Background: an optimization exercise with open tools, aiming at small area. Do not read the settings as production practice. The RTL was checked by simulation tests, not by an equivalence proof against the original design. Power figures rest on the tool's default switching activity, not on a simulated workload.

[config.mk]
export PLATFORM = sky130hd
export DESIGN_NAME = regfile_sb_top
export DESIGN_NICKNAME = regfile_sb_top
export VERILOG_FILES = /design/flow/design.v
export SDC_FILE = /design/flow/constraint.sdc
export NUM_CORES = 4
export LEC_CHECK = 0
export CAP_MARGIN = 20
export CORE_MARGIN = 2
export CORE_UTILIZATION = 45
export CTS_BUF_LIST = sky130_fd_sc_hd__clkbuf_16
export CTS_CLUSTER_DIAMETER = 70
export CTS_CLUSTER_SIZE = 20
export SLEW_MARGIN = 20
export SYNTH_HIERARCHICAL = 1
[constraint.sdc]
create_clock -name core_clock -period 8.0 [get_ports {clk}]
set_input_delay 1.6000 -clock core_clock [delete_from_list [all_inputs] [get_ports {clk}]]
set_output_delay 1.6000 -clock core_clock [all_outputs]
set_load 0.01 [all_outputs]
[design.v]
package regfile_pkg;
    localparam int XLEN_DEFAULT = 32;
    localparam int ZERO_REG     = 0;
endpackage
module regfile_scoreboard (
    input  logic        clk,
    input  logic        rst_n,
    input  logic        i_live,
    input  logic        i_iss_en,
    input  logic [4:0]  i_iss_addr,
    input  logic        i_wr_en,
    input  logic [4:0]  i_wr_addr,
    input  logic [31:1] i_wsel,
    input  logic [31:1] i_keep,
    output logic [31:1] o_busy,
    output logic [5:0]  o_busy_cnt,
    output logic        o_any_busy
);
    logic [31:1] r_busy;
    logic [31:1] w_isel;
    logic [31:1] w_next;
    logic        w_busy_iss;
    logic        w_busy_wr;
    regfile_dec u_idec (.i_en(i_iss_en && rst_n), .i_addr(i_iss_addr), .o_sel(w_isel));
    for (genvar i = 1; i < 32; i++) begin : g_busy
        rf_busy_next u_next (.i_set(w_isel[i]), .i_keep(i_keep[i]), .i_q(r_busy[i]), .o_d(w_next[i]));
        always_ff @(posedge clk) begin
            r_busy[i] <= w_next[i];
        end
    end
    rf_andor31 u_biss (.i_sel(w_isel), .i_dat(r_busy), .o_y(w_busy_iss));
    rf_andor31 u_bwr  (.i_sel(i_wsel), .i_dat(r_busy), .o_y(w_busy_wr));
    regfile_count u_count (
        .clk        (clk),
        .rst_n      (rst_n),
        .i_live     (i_live),
        .i_iss_en   (i_iss_en),
        .i_iss_addr (i_iss_addr),
        .i_wr_en    (i_wr_en),
        .i_wr_addr  (i_wr_addr),
        .i_busy_iss (w_busy_iss),
        .i_busy_wr  (w_busy_wr),
        .o_busy_cnt (o_busy_cnt),
        .o_any_busy (o_any_busy)
    );
    assign o_busy = r_busy;
endmodule
module rf_busy_next (input logic i_set, i_keep, i_q, output logic o_d);
    assign o_d = i_set | (i_q & i_keep);
endmodule
module regfile_count (
    input  logic        clk,
    input  logic        rst_n,
    input  logic        i_live,
    input  logic        i_iss_en,
    input  logic [4:0]  i_iss_addr,
    input  logic        i_wr_en,
    input  logic [4:0]  i_wr_addr,
    input  logic        i_busy_iss,
    input  logic        i_busy_wr,
    output logic [5:0]  o_busy_cnt,
    output logic        o_any_busy
);
    logic [5:0] r_busy_cnt;
    logic       w_iss;
    logic       w_inc;
    logic       w_dec;
    always_comb begin
        w_iss = i_iss_en && (i_iss_addr != 5'd0);
        w_inc = w_iss && !(i_live && i_busy_iss);
        w_dec = i_wr_en && (i_wr_addr != 5'd0) && i_live && i_busy_wr &&
                !(w_iss && (i_iss_addr == i_wr_addr));
    end
    always_ff @(posedge clk or negedge rst_n) begin
        if (!rst_n)              r_busy_cnt <= '0;
        else if (w_inc != w_dec) r_busy_cnt <= w_inc ? r_busy_cnt + 6'd1 : r_busy_cnt - 6'd1;
    end
    assign o_busy_cnt = r_busy_cnt;
    assign o_any_busy = (r_busy_cnt != '0);
endmodule
module regfile_sb (
    input  logic        clk,
    input  logic        rst_n,
    input  logic [9:0]  rd_addr,
    output logic [63:0] rd_data,
    output logic [1:0]  rd_busy,
    input  logic        wr_en,
    input  logic [4:0]  wr_addr,
    input  logic [31:0] wr_data,
    input  logic        iss_en,
    input  logic [4:0]  iss_addr,
    output logic [5:0]  busy_cnt,
    output logic        any_busy
);
    logic [31:0] r_mem [1:31];
    logic        r_live;
    logic [31:1] w_busy;
    logic [31:1] w_wsel;
    logic [31:1] w_keep;
    always_ff @(posedge clk or negedge rst_n) begin
        if (!rst_n) r_live <= 1'b0;
        else        r_live <= 1'b1;
    end
    regfile_dec u_wdec (.i_en(wr_en && rst_n), .i_addr(wr_addr), .o_sel(w_wsel));
    for (genvar i = 1; i < 32; i++) begin : g_reg
        logic [31:0] w_next;
        assign w_keep[i] = !w_wsel[i] && r_live;
        for (genvar b = 0; b < 32; b++) begin : g_bit
            rf_ao22 u_wmux (
                .a1(w_wsel[i]), .a2(wr_data[b]), .b1(w_keep[i]), .b2(r_mem[i][b]), .y(w_next[b])
            );
        end
        always_ff @(posedge clk) begin
            r_mem[i] <= w_next;
        end
    end
    regfile_scoreboard u_scoreboard (
        .clk        (clk),
        .rst_n      (rst_n),
        .i_live     (r_live),
        .i_iss_en   (iss_en),
        .i_iss_addr (iss_addr),
        .i_wr_en    (wr_en),
        .i_wr_addr  (wr_addr),
        .i_wsel     (w_wsel),
        .i_keep     (w_keep),
        .o_busy     (w_busy),
        .o_busy_cnt (busy_cnt),
        .o_any_busy (any_busy)
    );
    for (genvar p = 0; p < 2; p++) begin : g_rd
        logic [31:1] w_dsel;
        logic        w_hit;
        regfile_rsel u_rsel (
            .i_rst_n   (rst_n),
            .i_live    (r_live),
            .i_addr    (rd_addr[p*5 +: 5]),
            .i_wr_en   (wr_en),
            .i_wr_addr (wr_addr),
            .o_dsel    (w_dsel),
            .o_hit     (w_hit)
        );
        rf_andor31 u_bmux (.i_sel(w_dsel), .i_dat(w_busy), .o_y(rd_busy[p]));
        for (genvar b = 0; b < 32; b++) begin : g_bit
            logic [31:1] w_col;
            for (genvar i = 1; i < 32; i++) begin : g_col
                assign w_col[i] = r_mem[i][b];
            end
            rf_andor32 u_mux (
                .i_sel ({w_hit, w_dsel}),
                .i_dat ({wr_data[b], w_col}),
                .o_y   (rd_data[p*32 + b])
            );
        end
    end
endmodule
module regfile_dec (
    input  logic        i_en,
    input  logic [4:0]  i_addr,
    output logic [31:1] o_sel
);
    for (genvar i = 1; i < 32; i++) begin : g_sel
        assign o_sel[i] = i_en && (i_addr == 5'(i));
    end
endmodule
module regfile_rsel (
    input  logic        i_rst_n,
    input  logic        i_live,
    input  logic [4:0]  i_addr,
    input  logic        i_wr_en,
    input  logic [4:0]  i_wr_addr,
    output logic [31:1] o_dsel,
    output logic        o_hit
);
    logic [3:0] w_lo;    
    logic [7:0] w_hi;    
    assign o_hit = i_rst_n && i_wr_en && (i_wr_addr != 5'd0) && (i_addr == i_wr_addr);
    for (genvar j = 0; j < 4; j++) begin : g_lo
        assign w_lo[j] = (i_addr[1:0] == 2'(j));
    end
    for (genvar j = 0; j < 8; j++) begin : g_hi
        assign w_hi[j] = i_live && !o_hit && (i_addr[4:2] == 3'(j));
    end
    for (genvar i = 1; i < 32; i++) begin : g_sel
        rf_and2 u_and (.a(w_hi[i / 4]), .b(w_lo[i % 4]), .y(o_dsel[i]));
    end
endmodule
module rf_andor32 (
    input  logic [31:0] i_sel,
    input  logic [31:0] i_dat,
    output logic        o_y
);
    logic [9:0] w_n;
    logic [1:0] w_m;
    logic [2:0] w_or;
    for (genvar k = 0; k < 10; k++) begin : g_aoi
        rf_aoi222 u_aoi (
            .a1(i_sel[3*k]),   .a2(i_dat[3*k]),
            .b1(i_sel[3*k+1]), .b2(i_dat[3*k+1]),
            .c1(i_sel[3*k+2]), .c2(i_dat[3*k+2]),
            .y(w_n[k])
        );
    end
    rf_nand2 u_m0 (.a(i_sel[30]), .b(i_dat[30]), .y(w_m[0]));
    rf_nand2 u_m1 (.a(i_sel[31]), .b(i_dat[31]), .y(w_m[1]));
    rf_nand4 u_n0 (.a(w_n[0]), .b(w_n[1]), .c(w_n[2]), .d(w_n[3]), .y(w_or[0]));
    rf_nand4 u_n1 (.a(w_n[4]), .b(w_n[5]), .c(w_n[6]), .d(w_n[7]), .y(w_or[1]));
    rf_nand4 u_n2 (.a(w_n[8]), .b(w_n[9]), .c(w_m[0]), .d(w_m[1]), .y(w_or[2]));
    rf_or3   u_o  (.a(w_or[0]), .b(w_or[1]), .c(w_or[2]), .y(o_y));
endmodule
module rf_andor31 (
    input  logic [30:0] i_sel,
    input  logic [30:0] i_dat,
    output logic        o_y
);
    logic [9:0] w_n;
    logic       w_m;
    logic [2:0] w_or;
    for (genvar k = 0; k < 10; k++) begin : g_aoi
        rf_aoi222 u_aoi (
            .a1(i_sel[3*k]),   .a2(i_dat[3*k]),
            .b1(i_sel[3*k+1]), .b2(i_dat[3*k+1]),
            .c1(i_sel[3*k+2]), .c2(i_dat[3*k+2]),
            .y(w_n[k])
        );
    end
    rf_nand2 u_m  (.a(i_sel[30]), .b(i_dat[30]), .y(w_m));
    rf_nand4 u_n0 (.a(w_n[0]), .b(w_n[1]), .c(w_n[2]), .d(w_n[3]), .y(w_or[0]));
    rf_nand4 u_n1 (.a(w_n[4]), .b(w_n[5]), .c(w_n[6]), .d(w_n[7]), .y(w_or[1]));
    rf_nand3 u_n2 (.a(w_n[8]), .b(w_n[9]), .c(w_m), .y(w_or[2]));
    rf_or3   u_o  (.a(w_or[0]), .b(w_or[1]), .c(w_or[2]), .y(o_y));
endmodule
module rf_ao22 (input logic a1, a2, b1, b2, output logic y);
    assign y = (a1 & a2) | (b1 & b2);
endmodule
module rf_aoi222 (input logic a1, a2, b1, b2, c1, c2, output logic y);
    assign y = !((a1 & a2) | (b1 & b2) | (c1 & c2));
endmodule
module rf_and2 (input logic a, b, output logic y);
    assign y = a & b;
endmodule
module rf_nand2 (input logic a, b, output logic y);
    assign y = !(a & b);
endmodule
module rf_nand3 (input logic a, b, c, output logic y);
    assign y = !(a & b & c);
endmodule
module rf_nand4 (input logic a, b, c, d, output logic y);
    assign y = !(a & b & c & d);
endmodule
module rf_or3 (input logic a, b, c, output logic y);
    assign y = a | b | c;
endmodule
module regfile_sb_top (
    input  logic        clk,
    input  logic        rst_n,
    input  logic [9:0]  rd_addr,
    output logic [63:0] rd_data,
    output logic [1:0]  rd_busy,
    input  logic        wr_en,
    input  logic [4:0]  wr_addr,
    input  logic [31:0] wr_data,
    input  logic        iss_en,
    input  logic [4:0]  iss_addr,
    output logic [5:0]  busy_cnt,
    output logic        any_busy
);
    regfile_sb u_rf (
        .clk      (clk),
        .rst_n    (rst_n),
        .rd_addr  (rd_addr),
        .rd_data  (rd_data),
        .rd_busy  (rd_busy),
        .wr_en    (wr_en),
        .wr_addr  (wr_addr),
        .wr_data  (wr_data),
        .iss_en   (iss_en),
        .iss_addr (iss_addr),
        .busy_cnt (busy_cnt),
        .any_busy (any_busy)
    );
endmodule
[flow/run.sh]
#!/bin/bash
# The standard layout (the standard.sh), with every port buffered by the smallest buffer
# cell instead of the default delay buffer.
set -euo pipefail
export BUFFER_PORTS_ARGS="-buffer_cell sky130_fd_sc_hd__buf_1"
bash standard.sh finish > standard_flow.log 2>&1
[standard.sh]
#!/bin/bash
# synth_recipe.tcl (not shown) runs the flow's synth.tcl, then flattens the netlist and writes it again
# the make line also repeats each setting of config.mk as NAME=value (left out here)
make -C /OpenROAD-flow-scripts/flow DESIGN_CONFIG=/design/flow/config.mk WORK_HOME=/design/flow/orfs CLKGATE_MAP_FILE= SYNTH_SCRIPT=/design/flow/synth_recipe.tcl "${@:-finish}"
==> summary.txt, run 1 <==
Timing
  • Max Clock Freq: between 100 and 150 MHz
  • Final worst path period need: around 7.4 ns
  • Setup-failing EPs final: 0
  • Count of pins over their slew limit: 0
  • Final hold viol count: 0
  • Worst-Margin Slew: 1.40 ns
  • Worst rel slew slack: 0.0668
  • Unrepaired setup endpoints after global routing: no
  • Setup TNS: 0 ns
  • Tcrit/Tclk final: 0.923
  • Skew final: about 0.042 ns

Run
  • Maxcap violations: 0

Cells and area
  • Most common cell after layout, fill and taps aside: dfxtp_1
  • NumNets Final: approximately 3.8k
  • Synth-to-layout area growth: 12.8%
  • Layout Utilization: 0.510
  • Most frequent cells in the layout: 1023 x dfxtp_1, 992 x a22o_1, 680 x a222oi_1
  • Share of cells above drive strength 1: 0.0905
  • Fill count: between 7k and 8k

Critical path
  • Max incr delay on CP: approximately 0.64 ns
  • Critical Path Start Type: input pin
  • CP arrival: approximately 5.8 ns
  • Slowest cell on the critical path: nand4_1
  • Buf/Inv on CP: 3
  • Critical Path Fanout Max: 14
  • Cell family with most CP delay: simple AND/OR/NAND/NOR gates
  • CP Capture Type: output port
  • Worst EP required: about 6.4 ns
  • Worst path cell trace: buf_1, xnor2_1, o221ai_1, nor4_2, nor4b_1, and2_1, buf_4, a222oi_1, nand4_1, or3_1, buf_1
  • Cell mode on critical path: buf_1
  • Setup CP Type: input pin to output port

Floorplan
  • IO Pins: between 100 and 150
  • Starting Density: 0.452
  • Core area: about 90000 µm²
  • Cell row count: 110
  • Die height: around 300 µm
  • Die X: 304 µm
  • Die Area: between 90000 and 100000 µm²

Synthesis
  • Mapped cell area: ~41000 µm²
  • Post-synthesis sequential area ratio: 0.509
  • Synth cell types: 54
  • Post-synth top area cell: dfxtp_1
  • Post-synth EDFFs: 0
  • Flops & latches, synth: a little over 1k
  • Synth area leaders: dfxtp_1 50%, a22o_1 21%, a222oi_1 17%
  • Mean Syn Cell Area: 11.8 µm²
  • YS warnings: 11
  • Ys async rst share: 0.00680
  • Ys flop type: dfxtp_1
  • Syn Nets: 3514
  • Synth top area share: 0.505
  • Gate Count Post-Synth: 3453

Clocking
  • CTS tree: yes
  • Post-CTS setup buffers: 0
  • Clk slew on worst S/H paths: roughly 0.080 ns
  • Cts hold-fix bufs: 0
  • H-tree Lvls: 2
  • CTS Root Buffer Type: clkbuf_16
  • Total CTS buffers: 60
  • Post_cts resized: 0
  • Clock latency (worst-skew pair): 0.69 ns
  • Clock net sink count: ~1.0k
  • Clk buf depth: 3

Pwr
  • Maximum vdd drop: 243 µV
  • PD cells: approximately 200 nW/µm²
  • Leak: around 17 nW

Global route
  • Initial antenna violation count: 8
  • GR Overflow Total: 0
  • Vias in the first global route: between 40k and 50k
  • First-pass GRT wire length: between 200 and 300 mm
  • GRT Overall Usage: 0.418
  • Pin count of the biggest net entering global routing: 41

Routing
  • Post-route antenna net violation count: 0
  • DR DRC count: 0
  • Vias post-DR: roughly 43k
  • DR pass1 iterations: 15
  • Total Wirelength: ~210 mm
  • DR WL/cell: around 42 µm
  • Vias per inst: about 8.7
  • DR iter-0 viols: approximately 12k

Placement
  • Number of I/O port buffers: approximately 130
  • GP Congestion: 0.967
  • HPWL Detailed: ~120 mm

Worst hold path
  • Hold crit path type: flip-flop to flip-flop

Status
  • Status: complete, no violations
path summary, 6_finish.rpt:
path,slack (ns),endpoint,cells after the start,start
max,0.62,rd_data[32],11,wr_addr[3]
min,0.50,u_rf.r_mem[13][7],1,u_rf.r_mem[13][7]
max reg2reg,4.58,u_rf.u_scoreboard.u_count.r_busy_cnt[2],10,u_rf.u_scoreboard.r_busy[7]
min reg2reg,0.50,u_rf.r_mem[13][7],1,u_rf.r_mem[13][7]
max in group asynchronous,6.68,u_rf.u_scoreboard.u_count.r_busy_cnt[1],1,rst_n
min in group asynchronous,0.91,u_rf.u_scoreboard.u_count.r_busy_cnt[2],1,rst_n
power by group:
part	internal, mW	leakage (nW)	switching, mW
clock	1.46	0.858	1.82
sequential	5.18	8.33	0.0630
combinational	0.145	7.36	0.493
total	6.78	16.5	2.38
stage by stage:
stage / worst slack, ns / total power, mW / std cells / instance area, µm² / hold WS [ns]
after floorplan: 1.56 / 5.59 / 3453 / 40600 / 0.460
after global placement: 1.07 / 5.93 / 4898 / 44000 / 0.473
after detailed placement: 0.988 / 5.96 / 4899 / 44000 / 0.478
after CTS: 0.970 / 9.11 / 4975 / 45700 / 0.502
after global routing: 0.506 / 9.34 / 4976 / 45800 / 0.514
final: 0.615 / 9.16 / 4983 / 45800 / 0.502
state kept, by name, indices dropped and copies added, names as in the netlist:
signal and count:
u_rf.r_mem 992, u_rf.u_scoreboard.r_busy 31, u_rf.u_scoreboard.u_count.r_busy_cnt 6, u_rf.r_live 1
logic make-up (layout without fill, tap and decap cells):
family / Yosys count / count (layout) / synth area share
buffers and inverters: 17 / 364 / 0.00173
DFF: 1030 / 1030 / 0.509
muxes: 2 / 2 / 0.000617
AOI/OAI and AO/OA: 1732 / 1732 / 0.394
xor gates and xnor gates: 16 / 16 / 0.00345
adders and majority gates: 5 / 5 / 0.00173
and+or+nand+nor: 650 / 650 / 0.0898
other: 1 / 8 / 0.0000924
cell usage after synthesis (all sizes together), types with 5 or more instances:
cell type     n
nand4       203
a22o        992
nand4bb       6
nor2         76
nand4b        6
inv           6
a21oi         7
clkbuf        6
buf           5
dfrtp         7
a222oi      680
dfxtp      1023
xnor2         8
nand3         9
nor3          6
nand2       147
nor2b         5
or3          68
xor2          8
and2         66
nor4          7
and2b        30
a21o         34
Yosys stat by module (local to each module, per instance), excerpt:
module / cells inside / copies in the design / flops+latches
rf_and2: 1 / 62 / 0
rf_ao22: 1 / 992 / 0
rf_or3: 1 / 68 / 0
regfile_rsel: 33 / 2 / 0
rf_nand4: 1 / 200 / 0
rf_nand3: 1 / 4 / 0
regfile_scoreboard: 32 / 1 / 31
regfile_dec: 46 / 2 / 0
rf_busy_next: 1 / 31 / 0
regfile_count: 65 / 1 / 6
per-layer routing:
layer,track usage,vias to the layer above,part of all wire
met4,0.303,10,0.084
li1,-,16500,-
met1,0.529,20900,0.35
met3,0.152,1134,0.16
met5,0.00568,-,0.00063
met2,0.585,4573,0.40
final cells by class:
class	count	area, µm²	area share
sequential	1030	20700	0.451
multi-input combinational	2406	20200	0.441
timing repair buffer	282	1710	0.0374
clock buffer	62	1550	0.0339
tap	1176	1470	0.0321
clock inverter	14	165	0.00361
inverter	6	22.5	0.000492
antenna	7	17.5	0.000383
==> run 2: changes to the inputs <==
--- a/config.mk
+++ b/config.mk
@@ -10,5 +10,5 @@
 export CORE_UTILIZATION = 45
 export CTS_BUF_LIST = sky130_fd_sc_hd__clkbuf_16
-export CTS_CLUSTER_DIAMETER = 70
+export CTS_CLUSTER_DIAMETER = 90
 export CTS_CLUSTER_SIZE = 20
 export SLEW_MARGIN = 20
==> summary.txt, run 2 <==
Status
  • Status: complete, no violations (unchanged)

Synthesis
  • Synth area leaders: dfxtp_1 50%, a22o_1 21%, a222oi_1 17% (unchanged)
  • Ys flop type: dfxtp_1 (unchanged)
  • Most common cell in the netlist: dfxtp_1 (unchanged)
  • Syn Nets: 3514 (unchanged)
  • Commonest cells in the synthesized netlist: 1023 x dfxtp_1, 992 x a22o_1, 680 x a222oi_1 (unchanged)
  • YS warnings: 11 (unchanged)
  • Post-synthesis sequential area ratio: 0.509 (unchanged)
  • Mapped cell area: 40600 µm² (unchanged)
  • Post-synthesis mux area share: 0.000617 (unchanged)
  • Mean Syn Cell Area: 11.8 µm² (unchanged)
  • Synth Area in Compound Gates: 0.394 (unchanged)
  • Ys async rst share: 0.00680 (unchanged)
  • Adder-cell share of the synthesized area: 0.00173 (unchanged)
  • Post-synth top area cell: dfxtp_1 (unchanged)
  • Gate Count Post-Synth: 3453 (unchanged)
  • Synth Area in XOR/XNOR: 0.00345 (unchanged)
  • Largest family of logic cells by synthesized area: compound AO/OA/AOI/OAI gates (unchanged)
  • Synth cell types: 54 (unchanged)
  • Post-synth EDFFs: 0 (unchanged)
  • Flops & latches, synth: 1030 (unchanged)
  • Simple-gate share of the synthesized area: 0.0898 (unchanged)
  • Synth top area share: 0.505 (unchanged)

Critical path
  • Cell family with most CP delay: simple AND/OR/NAND/NOR gates (unchanged)
  • Worst EP required: 6.40 ns (about the same)
  • Setup CP Type: input pin to output port (unchanged)
  • CP arrival: 5.67 ns (was 5.78 ns)
  • Critical Path Start Type: input pin (unchanged)
  • CP Capture Type: output port (unchanged)
  • Cell mode on critical path: buf_1 (unchanged)
  • Worst path cell trace: buf_1, xnor2_1, o221ai_1, nor4_2, nor4b_1, and2_1, buf_4, a222oi_1, nand4_1, or3_1, buf_1 (unchanged)
  • Critical Path Fanout Max: 14 (unchanged)
  • Max incr delay on CP: 0.63 ns (was 0.64 ns)
  • Slowest cell on the critical path: or3_1 (was nand4_1)
  • Buf/Inv on CP: 3 (unchanged)

Global route
  • First-pass GRT wire length: 288 mm (was 289 mm)
  • Pin count of the biggest net entering global routing: 41 (unchanged)
  • GR Overflow Total: 0 (unchanged)
  • GRT Overall Usage: 0.418 (about the same)
  • Vias in the first global route: 40.7k (was 40.9k)
  • Initial antenna violation count: 8 (unchanged)

Timing
  • Setup TNS: 0 ns (unchanged)
  • Worst-Margin Slew: 1.36 ns (was 1.40 ns)
  • Worst rel slew slack: 0.0966 (was 0.0668)
  • Skew final: 0.0442 ns (was 0.0420 ns)
  • Setup-failing EPs final: 0 (unchanged)
  • Unrepaired setup endpoints after global routing: no (unchanged)
  • Tcrit/Tclk final: 0.909 (was 0.923)
  • Max Clock Freq: 138 MHz (was 135 MHz)
  • Count of pins over their slew limit: 0 (unchanged)
  • Final worst path period need: 7.27 ns (was 7.38 ns)
  • Final hold viol count: 0 (unchanged)

Cells and area
  • Layout Cells excl Fill: 4967 (was 4983)
  • Top reg by flops: u_rf.r_mem (unchanged)
  • Most frequent cells in the layout: 1023 x dfxtp_1, 992 x a22o_1, 680 x a222oi_1 (unchanged)
  • Most common cell after layout, fill and taps aside: dfxtp_1 (unchanged)
  • NumNets Final: 3844 (was 3847)
  • Share of cells above drive strength 1: 0.0885 (was 0.0905)
  • Fill count: 7912 (was 7901)
  • Max reg flops: 992 (unchanged)
  • Synth-to-layout area growth: 12.2% (was 12.8%)
  • Largest registers: u_rf.r_mem x992, u_rf.u_scoreboard.r_busy x31, u_rf.u_scoreboard.u_count.r_busy_cnt x6 (unchanged)

Clocking
  • Clk slew on worst S/H paths: 0.08 ns (about the same)
  • H-tree Lvls: 2 (unchanged)
  • Post_cts resized: 0 (unchanged)
  • Clock net sink count: 1030 (unchanged)
  • Cts hold-fix bufs: 0 (unchanged)
  • Total CTS buffers: 58 (was 60)
  • CTS Root Buffer Type: clkbuf_16 (unchanged)
  • Clk buf depth: 3 (unchanged)
  • CTS tree: yes (unchanged)
  • Clock latency (worst-skew pair): 0.68 ns (was 0.69 ns)
  • Post-CTS setup buffers: 0 (unchanged)

Placement
  • GP Congestion: 0.967 (unchanged)
  • Inst Count DP: 4899 (unchanged)
  • HPWL Detailed: 116 mm (unchanged)
  • Number of I/O port buffers: 128 (unchanged)

Routing
  • DR DRC count: 0 (unchanged)
  • DR WL/cell: 41.8 µm (was 41.6 µm)
  • Total Wirelength: 207 mm (about the same)
  • Vias per inst: 8.60 (was 8.65)
  • DR iter-0 viols: 11.3k (was 11.9k)
  • Vias post-DR: 42.7k (was 43.1k)
  • Post-route antenna net violation count: 0 (unchanged)
  • DR pass1 iterations: 15 (unchanged)

Run
  • Maxcap violations: 0 (unchanged)

Pwr
  • PD cells: 197 nW/µm² (was 200 nW/µm²)
  • Maximum vdd drop: 238 µV (was 243 µV)
  • Leak: 16.4 nW (was 16.5 nW)

Worst hold path
  • Hold crit path type: flip-flop to flip-flop (unchanged)

Floorplan
  • Die Area: 92600 µm² (unchanged)
  • Die X: 304 µm (unchanged)
  • IO Pins: 129 (unchanged)
  • Starting Density: 0.452 (unchanged)
  • Cell row count: 110 (unchanged)
  • Core area: 89700 µm² (unchanged)
  • Die height: 304 µm (unchanged)
## run 2: worst paths after layout
| kind | slack, ns | end | start | depth (start not counted) |
|---|---|---|---|---|
| setup / recovery | 0.73 | rd_data[33] | wr_addr[3] | 11 |
| hold / removal | 0.50 | u_rf.r_mem[17][18] | u_rf.r_mem[17][18] | 1 |
| setup reg to reg | 4.53 | u_rf.u_scoreboard.u_count.r_busy_cnt[2] | u_rf.u_scoreboard.r_busy[10] | 10 |
| hold reg to reg | 0.50 | u_rf.r_mem[17][18] | u_rf.r_mem[17][18] | 1 |
| max in group asynchronous | 6.68 | u_rf.u_scoreboard.u_count.r_busy_cnt[1] | rst_n | 1 |
| min in group asynchronous | 0.92 | u_rf.u_scoreboard.u_count.r_busy_cnt[5] | rst_n | 1 |
## run 2: worst register-to-register path, delay by kind of cell (launching register included)
kind | cells | cell delay [ns]
XOR/XNOR | 1 | 0.31
AO/OA/AOI/OAI | 2 | 0.56
adder cells (fa/ha/maj) | 1 | 0.47
AND/OR/NAND/NOR | 6 | 1.69
flip-flops | 1 | 0.36
## run 2: Yosys stat by module (local to each module, per instance), a selection
module | cells | flops+latches | area (µm²) | times used
rf_or3 | 1 | 0 | 6.26 | 68
regfile_dec | 46 | 0 | 230 | 2
rf_nand4 | 1 | 0 | 6.26 | 200
rf_and2 | 1 | 0 | 6.26 | 62
rf_nand2 | 1 | 0 | 3.75 | 132
rf_ao22 | 1 | 0 | 8.76 | 992
regfile_count | 65 | 6 | 622 | 1
regfile_scoreboard | 32 | 31 | 627 | 1
## run 2: metrics by stage
stage | setup slack, ns | hold slack [ns] | area, µm² | utilization | total power [mW]
CTS | 0.970 | 0.503 | 45500 | 0.507 | 8.90
finish | 0.730 | 0.504 | 45500 | 0.507 | 8.96
global placement | 1.07 | 0.473 | 44000 | 0.490 | 5.93
detailed placement | 0.988 | 0.478 | 44000 | 0.490 | 5.96
floorplan | 1.56 | 0.460 | 40600 | - | 5.59
global route | 0.712 | 0.514 | 45500 | 0.507 | 9.13
## run 2: layer usage
layer	vias to the layer above	part of all wire	GRT usage
li1	16500	-	-
met1	20700	0.35	0.528
met2	4478	0.40	0.587
met3	1050	0.16	0.152
met4	8	0.082	0.298
met5	-	0.00057	0.00568
## run 2: cells by family (layout without fill, tap and decap cells)
logic type	count (synthesis)	after routing
AND/OR/NAND/NOR	650	650
XOR/XNOR	16	16
AO/OA/AOI/OAI	1732	1732
buffers and inverters	17	351
flip-flops	1030	1030
other	1	5
multiplexers	2	2
adder cells (fa/ha/maj)	5	5
## run 2: final cells by class
cell class              instances  area (µm²)  share of cell area
clock inverters                 6        60.1             0.00132
clock buffers                  58        1450              0.0319
well taps                    1176        1470              0.0323
inverters                       6        22.5            0.000495
diodes                          4        10.0            0.000220
flip-flops and latches       1030       20700               0.454
repair buffers                281        1690              0.0370
multi-input cells            2406       20200               0.443
## run 2: power breakdown
group	leakage, nW	total (mW)	internal [mW]	switching (mW)
Combinational	7.34	0.636	0.144	0.492
Clock	0.739	3.08	1.30	1.78
Sequential	8.33	5.24	5.18	0.0628
Total	16.4	8.96	6.62	2.34

==> what the ideal ports hide <==
The flow's constraints put no driver on any port. The routed layouts listed below were extracted and timed again, unchanged, in two steps. Step 1 assumes that a clkbuf_16 drives the clock port and a buf_2 every other input. Step 2 also shifts input and output timing later by t, the mid clock arrival at the registers, as if the neighbouring blocks saw the same clock. Three values: ideal, step 1, step 2; two values: the first two.
| run | shift t [ns] | slack for setup (ns) | worst setup path at the end | clock arrival spread, ns | slew at the worst register clock pin (ns) |
|---|---|---|---|---|---|
| run 1 | 0.742 | 0.615 / 0.588 / 0.588 | input to output | 0.043 / 0.044 | 0.09 / 0.09 |
| run 2 | 0.725 | 0.730 / 0.703 / 0.703 | input to output | 0.054 / 0.054 | 0.10 / 0.10 |
After both steps every run listed still meets setup and hold.
